This design comes from an exercise in tuning for small area and a short achievable clock period on the open sky130 flow, not from production work.
Only the layout flow was run in this run; the RTL was not checked for function there.
Power is estimated from default activity; no workload was simulated.

<file path="standard.sh">
#!/bin/bash
# synth_recipe.tcl (not shown) runs the flow's synth.tcl, then flattens the netlist and writes it again
# the make line also repeats each setting of config.mk as NAME=value (left out here)
make -C /OpenROAD-flow-scripts/flow DESIGN_CONFIG=/design/flow/config.mk WORK_HOME=/design/flow/orfs CLKGATE_MAP_FILE= SYNTH_SCRIPT=/design/flow/synth_recipe.tcl "${@:-finish}"
</file>
<file path="design.v">
`timescale 1ns/10ps
package periph_pkg;
  typedef logic [31:0] addr_t;
  typedef logic [31:0] data_t;
  typedef logic [3:0]  strb_t;
  typedef logic [63:0] mtime_t;
  typedef logic [$clog2(7+1)-1:0] prio_t;
  typedef logic [$clog2(32)-1:0] src_id_t;
  typedef logic [32-1:0] src_vec_t;
  typedef enum logic [1:0] {
    REGION_NONE,
    REGION_CLINT,
    REGION_PLIC
  } region_e;
  function automatic data_t apply_be(data_t cur, data_t wdata, strb_t be);
    data_t res;
    res = cur;
    for (int b = 0; b < 4; b++) begin
      if (be[b]) res[8*b +: 8] = wdata[8*b +: 8];
    end
    apply_be = res;
  endfunction
endpackage
`timescale 1ns/10ps
module periph_top (
  input  logic                            clk_i,
  input  logic                            ndmreset_n,
  input  logic                            req_i,
  input  logic                            we_i,
  input  logic [31:0]                     addr_i,
  input  logic [3:0]                      be_i,
  input  logic [31:0]                     wdata_i,
  output logic [31:0]                     rdata_o,
  input  logic [32-1:0]  irq_sources_i,
  output logic                            timer_irq_o,
  output logic                            ipi_o,
  output logic [2-1:0]  eip_o
);
  localparam logic [31:0] CB = 32'h0200_0000;
  localparam logic [31:0] PB = 32'h0C00_0000;
  logic        tick_q;
  logic [63:0] mtime_q;
  logic [63:0] ncmp_q;       
  logic        msip_q;
  logic        timer_q;
  logic [31:0] rdata_q;
  logic [2:0]  prio_q [1:31];
  logic [31:1] en0_q, en1_q;
  logic [2:0]  thr0_q, thr1_q;
  logic [31:1] pend_q, infl_q;
  logic rd, wr;
  assign rd = req_i & ~we_i;
  assign wr = req_i &  we_i;
  logic hit_msip, hit_cmplo, hit_cmphi, hit_mtlo, hit_mthi;
  logic hit_prio, hit_pend, hit_en0, hit_en1, hit_thr0, hit_thr1, hit_clm0, hit_clm1;
  logic [4:0] prio_idx;
  assign hit_msip  = addr_i == CB + 32'h0000_0000;
  assign hit_cmplo = addr_i == CB + 32'h0000_4000;
  assign hit_cmphi = addr_i == CB + 32'h0000_4000 + 32'd4;
  assign hit_mtlo  = addr_i == CB + 32'h0000_BFF8;
  assign hit_mthi  = addr_i == CB + 32'h0000_BFF8 + 32'd4;
  assign hit_prio  = addr_i[31:7] == PB[31:7];
  assign prio_idx  = addr_i[6:2];
  assign hit_pend  = addr_i == PB + 32'h0000_1000;
  assign hit_en0   = addr_i == PB + 32'h0000_2000;
  assign hit_en1   = addr_i == PB + 32'h0000_2000 + 32'h80;
  assign hit_thr0  = addr_i == PB + 32'h0020_0000;
  assign hit_clm0  = addr_i == PB + 32'h0020_0000 + 32'd4;
  assign hit_thr1  = addr_i == PB + 32'h0020_0000 + 32'h1000;
  assign hit_clm1  = addr_i == PB + 32'h0020_0000 + 32'h1004;
  logic [31:1] p2, p1, p0;
  always_comb begin
    for (int i = 1; i < 32; i++) begin
      p2[i] = prio_q[i][2];
      p1[i] = prio_q[i][1];
      p0[i] = prio_q[i][0];
    end
  end
  logic [4:0] best0, best1;
  logic       eip0, eip1;
  plic_arb u_arb0 (.act_i(pend_q & en0_q), .p2_i(p2), .p1_i(p1), .p0_i(p0),
                   .thr_i(thr0_q), .id_o(best0), .eip_o(eip0));
  plic_arb u_arb1 (.act_i(pend_q & en1_q), .p2_i(p2), .p1_i(p1), .p0_i(p0),
                   .thr_i(thr1_q), .id_o(best1), .eip_o(eip1));
  logic        claim, complete;
  logic [4:0]  sel_id;
  logic [31:1] sel_mask;
  assign claim    = rd & (hit_clm0 | hit_clm1);
  assign complete = wr & (hit_clm0 | hit_clm1);
  assign sel_id   = we_i ? wdata_i[4:0] : (addr_i[12] ? best1 : best0);
  always_comb begin
    for (int i = 1; i < 32; i++) sel_mask[i] = (sel_id == 5'(i));
  end
  logic [31:0] rd_data;
  logic [2:0]  prio_rd;
  always_comb begin
    prio_rd = (prio_idx == 5'd0) ? 3'd0 : prio_q[prio_idx];
    rd_data = '0;
    rd_data    |= {32{hit_msip}}  & {31'd0, msip_q};
    rd_data    |= {32{hit_cmplo}} & ~ncmp_q[31:0];
    rd_data    |= {32{hit_cmphi}} & ~ncmp_q[63:32];
    rd_data    |= {32{hit_mtlo}}  & mtime_q[31:0];
    rd_data    |= {32{hit_mthi}}  & mtime_q[63:32];
    rd_data    |= {32{hit_prio}}  & {29'd0, prio_rd};
    rd_data    |= {32{hit_pend}}  & {pend_q, 1'b0};
    rd_data    |= {32{hit_en0}}   & {en0_q, 1'b0};
    rd_data    |= {32{hit_en1}}   & {en1_q, 1'b0};
    rd_data    |= {32{hit_thr0}}  & {29'd0, thr0_q};
    rd_data    |= {32{hit_thr1}}  & {29'd0, thr1_q};
    rd_data    |= {32{hit_clm0}}  & {27'd0, best0};
    rd_data    |= {32{hit_clm1}}  & {27'd0, best1};
  end
  logic        wr_mtlo, wr_mthi;
  logic [63:0] mtime_inc;
  assign wr_mtlo   = wr & hit_mtlo;
  assign wr_mthi   = wr & hit_mthi;
  logic       mt_en;
  logic [8:0] mt_pre;
  assign mt_en     = ~tick_q & ~wr_mtlo & ~wr_mthi;
  assign mt_pre[0] = 1'b1;
  for (genvar g = 0; g < 8; g++) begin : g_mt
    assign mt_pre[g+1] = mt_pre[g] & (&mtime_q[8*g +: 8]);
    assign mtime_inc[8*g +: 8] = mtime_q[8*g +: 8] + {7'd0, mt_en & mt_pre[g]};
  end
  logic [64:0] ge_sum;
  assign ge_sum = {1'b0, mtime_q} + {1'b0, ncmp_q} + 65'd1;
  always_ff @(posedge clk_i or negedge ndmreset_n) begin
    if (!ndmreset_n) begin
      tick_q     <= 1'b0;
      mtime_q    <= '0;
      ncmp_q     <= '0;
      msip_q     <= 1'b0;
      timer_q    <= 1'b0;
      rdata_q    <= '0;
    end else begin
      tick_q  <= ~tick_q;
      timer_q <= ge_sum[64];
      rdata_q <= rd ? rd_data : 32'd0;
      for (int b = 0; b < 4; b++) begin
        mtime_q[8*b +: 8]    <= (wr_mtlo & be_i[b]) ? wdata_i[8*b +: 8] : mtime_inc[8*b +: 8];
        mtime_q[32+8*b +: 8] <= (wr_mthi & be_i[b]) ? wdata_i[8*b +: 8] : mtime_inc[32+8*b +: 8];
        if (wr & hit_cmplo & be_i[b]) ncmp_q[8*b +: 8]    <= ~wdata_i[8*b +: 8];
        if (wr & hit_cmphi & be_i[b]) ncmp_q[32+8*b +: 8] <= ~wdata_i[8*b +: 8];
      end
      if (wr & hit_msip & be_i[0]) msip_q <= wdata_i[0];
    end
  end
  always_ff @(posedge clk_i or negedge ndmreset_n) begin
    if (!ndmreset_n) begin
      for (int i = 1; i < 32; i++) prio_q[i] <= 3'd0;
      en0_q  <= '0;
      en1_q  <= '0;
      thr0_q <= 3'd0;
      thr1_q <= 3'd0;
      pend_q <= '0;
      infl_q <= '0;
    end else begin
      for (int i = 1; i < 32; i++)
        if (wr & hit_prio & be_i[0] & (prio_idx == 5'(i))) prio_q[i] <= wdata_i[2:0];
      for (int i = 1; i < 32; i++)
        if (wr & hit_en0 & be_i[i/8]) en0_q[i] <= wdata_i[i];
      for (int i = 1; i < 32; i++)
        if (wr & hit_en1 & be_i[i/8]) en1_q[i] <= wdata_i[i];
      if (wr & hit_thr0 & be_i[0]) thr0_q <= wdata_i[2:0];
      if (wr & hit_thr1 & be_i[0]) thr1_q <= wdata_i[2:0];
      pend_q <= (pend_q | (irq_sources_i[31:1] & ~infl_q)) & ~({31{claim}} & sel_mask);
      infl_q <= (infl_q | ({31{claim}} & sel_mask)) & ~({31{complete}} & sel_mask);
    end
  end
  assign rdata_o     = rdata_q;
  assign timer_irq_o = timer_q;
  assign ipi_o       = msip_q;
  assign eip_o       = {eip1, eip0};
endmodule
module plic_arb (
  input  logic [31:1] act_i,
  input  logic [31:1] p2_i,
  input  logic [31:1] p1_i,
  input  logic [31:1] p0_i,
  input  logic [2:0]  thr_i,
  output logic [4:0]  id_o,
  output logic        eip_o
);
  logic [31:0] act, q2, q1, q0;
  assign act = {act_i, 1'b0};
  assign q2  = {p2_i, 1'b0};
  assign q1  = {p1_i, 1'b0};
  assign q0  = {p0_i, 1'b0};
  logic [2:0] gmax [4];
  logic [2:0] gid  [4];
  logic [3:0] gabove;
  for (genvar g = 0; g < 4; g++) begin : g_grp
    logic [7:0] a, c2, c1, c0;
    logic       m2, m1, m0;
    assign a  = act[8*g +: 8];
    assign m2 = |(a & q2[8*g +: 8]);
    assign c2 = m2 ? (a & q2[8*g +: 8]) : a;
    assign m1 = |(c2 & q1[8*g +: 8]);
    assign c1 = m1 ? (c2 & q1[8*g +: 8]) : c2;
    assign m0 = |(c1 & q0[8*g +: 8]);
    assign c0 = m0 ? (c1 & q0[8*g +: 8]) : c1;
    assign gmax[g] = {m2, m1, m0};
    always_comb begin
      gid[g] = 3'd0;
      for (int i = 7; i >= 0; i--)
        if (c0[i]) gid[g] = 3'(i);
    end
    assign gabove[g] = (m2 & ~thr_i[2]) | ((m2 | ~thr_i[2]) &
                       ((m1 & ~thr_i[1]) | ((m1 | ~thr_i[1]) & m0 & ~thr_i[0])));
  end
  assign eip_o = |gabove;
  logic [3:0] s2, s1, s0;
  logic       n2, n1, n0;
  always_comb begin
    for (int g = 0; g < 4; g++) s2[g] = gmax[g][2];
    n2 = |s2;
    for (int g = 0; g < 4; g++) s2[g] = n2 ? gmax[g][2] : 1'b1;
    for (int g = 0; g < 4; g++) s1[g] = s2[g] & gmax[g][1];
    n1 = |s1;
    for (int g = 0; g < 4; g++) s1[g] = n1 ? s1[g] : s2[g];
    for (int g = 0; g < 4; g++) s0[g] = s1[g] & gmax[g][0];
    n0 = |s0;
    for (int g = 0; g < 4; g++) s0[g] = n0 ? s0[g] : s1[g];
    id_o = 5'd0;
    for (int g = 3; g >= 0; g--)
      if (s0[g]) id_o = {2'(g), gid[g]};
    if (!eip_o) id_o = 5'd0;
  end
endmodule
</file>
<file path="flow/run.sh">
#!/bin/bash
# The standard layout (standard.sh, unchanged synthesis and steps), with two settings
# passed through the environment:
#  - port buffers are buf_2 cells instead of the default delay-buffer choice;
#  - timing repair (floorplan, CTS, global route) aims for a setup slack of
#    SETUP_SLACK_MARGIN ns at the design's own clock and constraints.
set -euo pipefail
export BUFFER_PORTS_ARGS="-buffer_cell sky130_fd_sc_hd__buf_2"
export SETUP_SLACK_MARGIN=46
bash standard.sh > standard.log 2>&1
</file>
<file path="config.mk">
export PLATFORM = sky130hd
export DESIGN_NAME = periph_top
export DESIGN_NICKNAME = periph_top
export VERILOG_FILES = /design/flow/design.v
export SDC_FILE = /design/flow/constraint.sdc
export NUM_CORES = 4
export LEC_CHECK = 0
export ABC_AREA = 1
export CAP_MARGIN = 20
export CORE_MARGIN = 2
export CORE_UTILIZATION = 40
export SLEW_MARGIN = 20
</file>
<file path="constraint.sdc">
create_clock -name core_clock -period 60.0 [get_ports {clk_i}]
set_input_delay 12.0000 -clock core_clock [delete_from_list [all_inputs] [get_ports {clk_i}]]
set_output_delay 12.0000 -clock core_clock [all_outputs]
set_load 0.01 [all_outputs]
</file>
==> flow_summary_export.csv <==
group,metric,value,unit
logic_synthesis,ys_seq_area_frac,0.382,
global_routing,grt_max_degree,106,
pwr,combPwrFrac,0.048,
route,first_pass_iters,11,
route,wl_met3,10.3,mm
logic_synthesis,synth-seq-cells,386,
sta,skew,12.8,ps
global_routing,grtUsageTotal,0.320,
critical_path,worstPathMaxFanout,5,
clock_network,numCtsBuffers,46,
worst_hold_path,hold_class,"reg -> reg",
logic_synthesis,synth_top_area_frac,0.382,
sta,slew_viol_final,0,
global_routing,grt_pass1_wl,160,mm
worst_hold_path,hold-path-cell-count,1,
critical_path,cpMaxStageDelayCell,"dfrtp_2",
route,wl_met2,44.9,mm
logic_synthesis,synth_nets,3709,
pwr,power.static_leakage,16.4,nW
route,num_vias,27900,
critical_path,crit_required,48000,ps
logic_synthesis,yosys_warnings,8,
finish,syn_to_final_growth,37.4,%
clock_network,clk-insertion-delay-late,610,ps
sta,maxSlewHeadroom,0.197,
clock_network,cts-root-buf,"clkbuf_16",
clock_network,cts_htree_levels,2,
pwr,vdd_drop_max,23.4,uV
critical_path,crit_top_cell,"nand3_4",
pwr,p_per_area,17.1,nW/um^2
pwr,power.switching,0.147,mW
sta,fmax,0.0648,GHz
floorplan,num_io_pins,140,
route,wl_per_cell,22.3,um
sta,rsz0062_at_grt,"true",
placement,place_congestion,1.02,
logic_synthesis,synth-main-ff-cell,"dfrtp_1",
sta,period_needed,15430,ps
placement,io_buffers,138,
logic_synthesis,synthMostInstantiatedCell,"nand2_1",
global_routing,grt_pass1_vias,25800,
floorplan,die-area,65200,sq um
logic_synthesis,synth_edf_count,0,
critical_path,cp.arrival,3430,ps
clock_network,clock_sinks,386,
finish,fin_nets,4182,
floorplan,start_util,0.403,
clock_network,clk_pin_slew,60,ps
critical_path,slowest_delay,490,ps
critical_path,worstPathCellList,"nand3_4 > nand2_2 > nor2_4 > buf_6 > nand3_4 > nand3_4 > nand2_4 > nor2_4 > buf_6 > nand3_4 > nand3_4 > nand2_4 > nor2_4 > nand2_4 > nand2_2 > o22ai_1 > o22ai_1 > nand2_1 > nor2_4 > inv_2 > buf_6",
sta,worst_pin_slew,1190,ps
floorplan,die_x,255,um
clock_network,clockBufferDepth,3,
job,drv_cap,0,
route,viasPerCell,5.72,
logic_synthesis,ys_top_cells_by_count,"nand2_1 (1060), nand3_1 (391), dfrtp_1 (386)",
clock_network,cts_tree,"yes",
sta,finalCritPeriodShare,0.257,
sta,setup_violations,0,
logic_synthesis,syn_area,25300,sq um
route,drt-total-wl,109,mm
logic_synthesis,synth_largest_area_cell,"dfrtp_1",
floorplan,fp.dieH,255,um
global_routing,grt_overflow,0,
pwr,clkPwrFrac,0.512,
logic_synthesis,netlist_instances,3526,
critical_path,end_kind,"primary output",
sta,fin_setup_tns,0,ps
floorplan,coreArea,62700,sq um
finish,ff_latch_area,9740,sq um
finish,drive_gt1_frac,0.321,
finish,nFillCells,5784,
route,first_iter_violations,2912,
pwr,power.internal,0.447,mW
pwr,total_power,0.593,mW
sta,timing.final.ws_setup,44570,ps
floorplan,fp-row-count,92,
outcome,status,"timing/DRC/antenna clean",
sta,final_hold_viol_count,0,
finish,fin_util,0.554,
critical_path,path_class,"reg -> out",
route,ant_nets,0,
logic_synthesis,synth_area_leaders,"dfrtp_1 (38%), nand2_1 (16%), nand3_1 (7.7%), o21ai_0 (7.5%), inv_1 (4.4%)",
route,wl_met1,46.7,mm
placement,dp_slack,42960,ps
finish,multi_input_area,17100,sq um
logic_synthesis,ys_async_sr_fraction,1.00,
route,drcViolationCount,0,
pwr,switching_share,0.247,
critical_path,start_kind,"flop",
global_routing,antenna_found_initial,3,
logic_synthesis,ys_types,57,
placement,post-dp-hpwl,73.7,mm
logic_synthesis,avgSynthCellArea,7.17,sq um
route,top_layer,"met5",
critical_path,ff2ff_path_depth,42,
pwr,seq_power_share,0.439,
-- worst paths after layout --
check | slack (ps) | startpoint | end
worst min register to register | 430 | tick_q$_DFF_PN0_ | tick_q$_DFF_PN0_
worst max register to register | 54140 | prio_q[14][2]$_DFFE_PN0P_ | pend_q[26]$_DFF_PN0_
worst max-delay path | 44570 | prio_q[24][2]$_DFFE_PN0P_ | eip_o[0]
min in group asynchronous | 11480 | ndmreset_n | prio_q[30][0]$_DFFE_PN0P_
worst min-delay path | 430 | tick_q$_DFF_PN0_ | tick_q$_DFF_PN0_
max in group asynchronous | 46430 | ndmreset_n | en1_q[23]$_DFFE_PN0P_
-- routing by layer --
metal	global-route usage	vias to the layer above
li1	-	12900
met4	0.165	2
met1	0.457	13300
met5	0	-
met3	0.0625	305
met2	0.458	1401
-- sequential cells by signal (all words and copies together) (netlist names) --
register / flops
tick_q: 1
mtime_q: 64
thr0_q: 3
ncmp_q: 64
timer_q: 1
thr1_q: 3
en1_q: 31
pend_q: 31
infl_q: 31
rdata_q: 32
en0_q: 31
prio_q: 93
msip_q: 1
-- power groups by stage --
stage | Sequential, mW | Clock (mW) | Combinational (mW)
6_report | 0.261 | 0.304 | 0.0286
5_1_grt | 0.261 | 0.317 | 0.0306
4_1_cts | 0.261 | 0.306 | 0.0272
3_5_place_dp | 0.265 | 0 | 0.0248
3_3_place_gp | 0.265 | 0 | 0.0249
2_1_floorplan | 0.265 | 0 | 0.00844
-- kinds of logic after synthesis --
group	count (synthesis)	share of synthesized area
compound gates	675	0.153
xor+xnor	47	0.0163
fa+ha+maj	79	0.0391
buf+inv	399	0.0630
flops	386	0.382
simple gates	1940	0.347
-- repair_timing --
action,4_1_cts,5_1_grt
endpoints found under the setup margin,372,297
buffers inserted,240,94
hold buffers,0,0
pin swaps,197,146
gates resized for setup,540,263
gates cloned,18,4
-- per-stage QoR --
step                      hold slack (ps)  std cells  cell area, sq um
after global routing                  444       4883             34700
final                                 432       4883             34700
after detailed placement              406       4441             27100
after CTS                             435       4784             32900
after global placement                402       4441             27100
after floorplan                       393       3526             25600
-- final cells by class --
type,count,area share
Timing Repair inverter,2,0.000360
Antenna cell,1,0.0000720
Multi-Input combinational cell,2760,0.493
Tap cell,846,0.0305
Clock inverter,29,0.0105
Sequential cell,386,0.280
Timing Repair Buffer,491,0.114
Inverter,312,0.0351
Clock buffer,56,0.0360
-- layout by cell type, fill, tap and decap left out, drive strengths merged, types with 2 or more instances in the layout --
| master | Yosys | routed |
|---|---|---|
| a2111oi | 3 | 3 |
| a211oi | 9 | 9 |
| a21oi | 124 | 124 |
| a221oi | 50 | 50 |
| a22o | 9 | 9 |
| a22oi | 15 | 15 |
| a31oi | 8 | 8 |
| a32o | 4 | 4 |
| and3 | 2 | 2 |
| buf | 18 | 489 |
| bufinv | 0 | 7 |
| clkbuf | 69 | 58 |
| clkinv | 3 | 18 |
| clkinvlp | 0 | 13 |
| dfrtp | 386 | 386 |
| ha | 79 | 79 |
| inv | 309 | 305 |
| nand2 | 1108 | 1117 |
| nand3 | 410 | 410 |
| nand3b | 9 | 9 |
| nand4 | 55 | 55 |
| nor2 | 300 | 310 |
| nor3 | 32 | 32 |
| nor4 | 18 | 18 |
| o211ai | 9 | 9 |
| o21a | 5 | 5 |
| o21ai | 394 | 394 |
| o221a | 2 | 2 |
| o221ai | 4 | 4 |
| o22ai | 34 | 34 |
| o31ai | 2 | 2 |
| or2 | 3 | 3 |
| xnor2 | 10 | 10 |
| xor2 | 37 | 37 |
-- worst max-delay path, delay by kind of cell, from the launching register on --
family          cells  cell delay (ps)
buf+inv             4              530
compound gates      2              180
simple gates       15             1620
flops               1              490

what the ideal ports hide:
The results above use ideal ports. As a check the final layout listed here was re-extracted and re-timed, cells and wires unchanged.
Step 1: set_driving_cell puts a clkbuf_16 on clk_i and a buf_2 on each other input, an assumption about the parent block.
Step 2 adds t to the input delays and takes it off the output delays; t is the mean of the earliest and latest rising clock arrival at the registers after step 1. Input paths then give back, and output paths get back, about the clock's delay inside the block.
Three values: no drivers, after step 1, after step 2; two values: the first two.
t, ns: 0.665
slack for setup (ns): 44.568 / 44.502 / 44.879
clock arrival spread, ns: 0.015 / 0.016
After both steps this run still meets setup and hold. For this run, drivers alone change the setup slack by -0.066 ns; drivers and shift together by +0.311 ns.
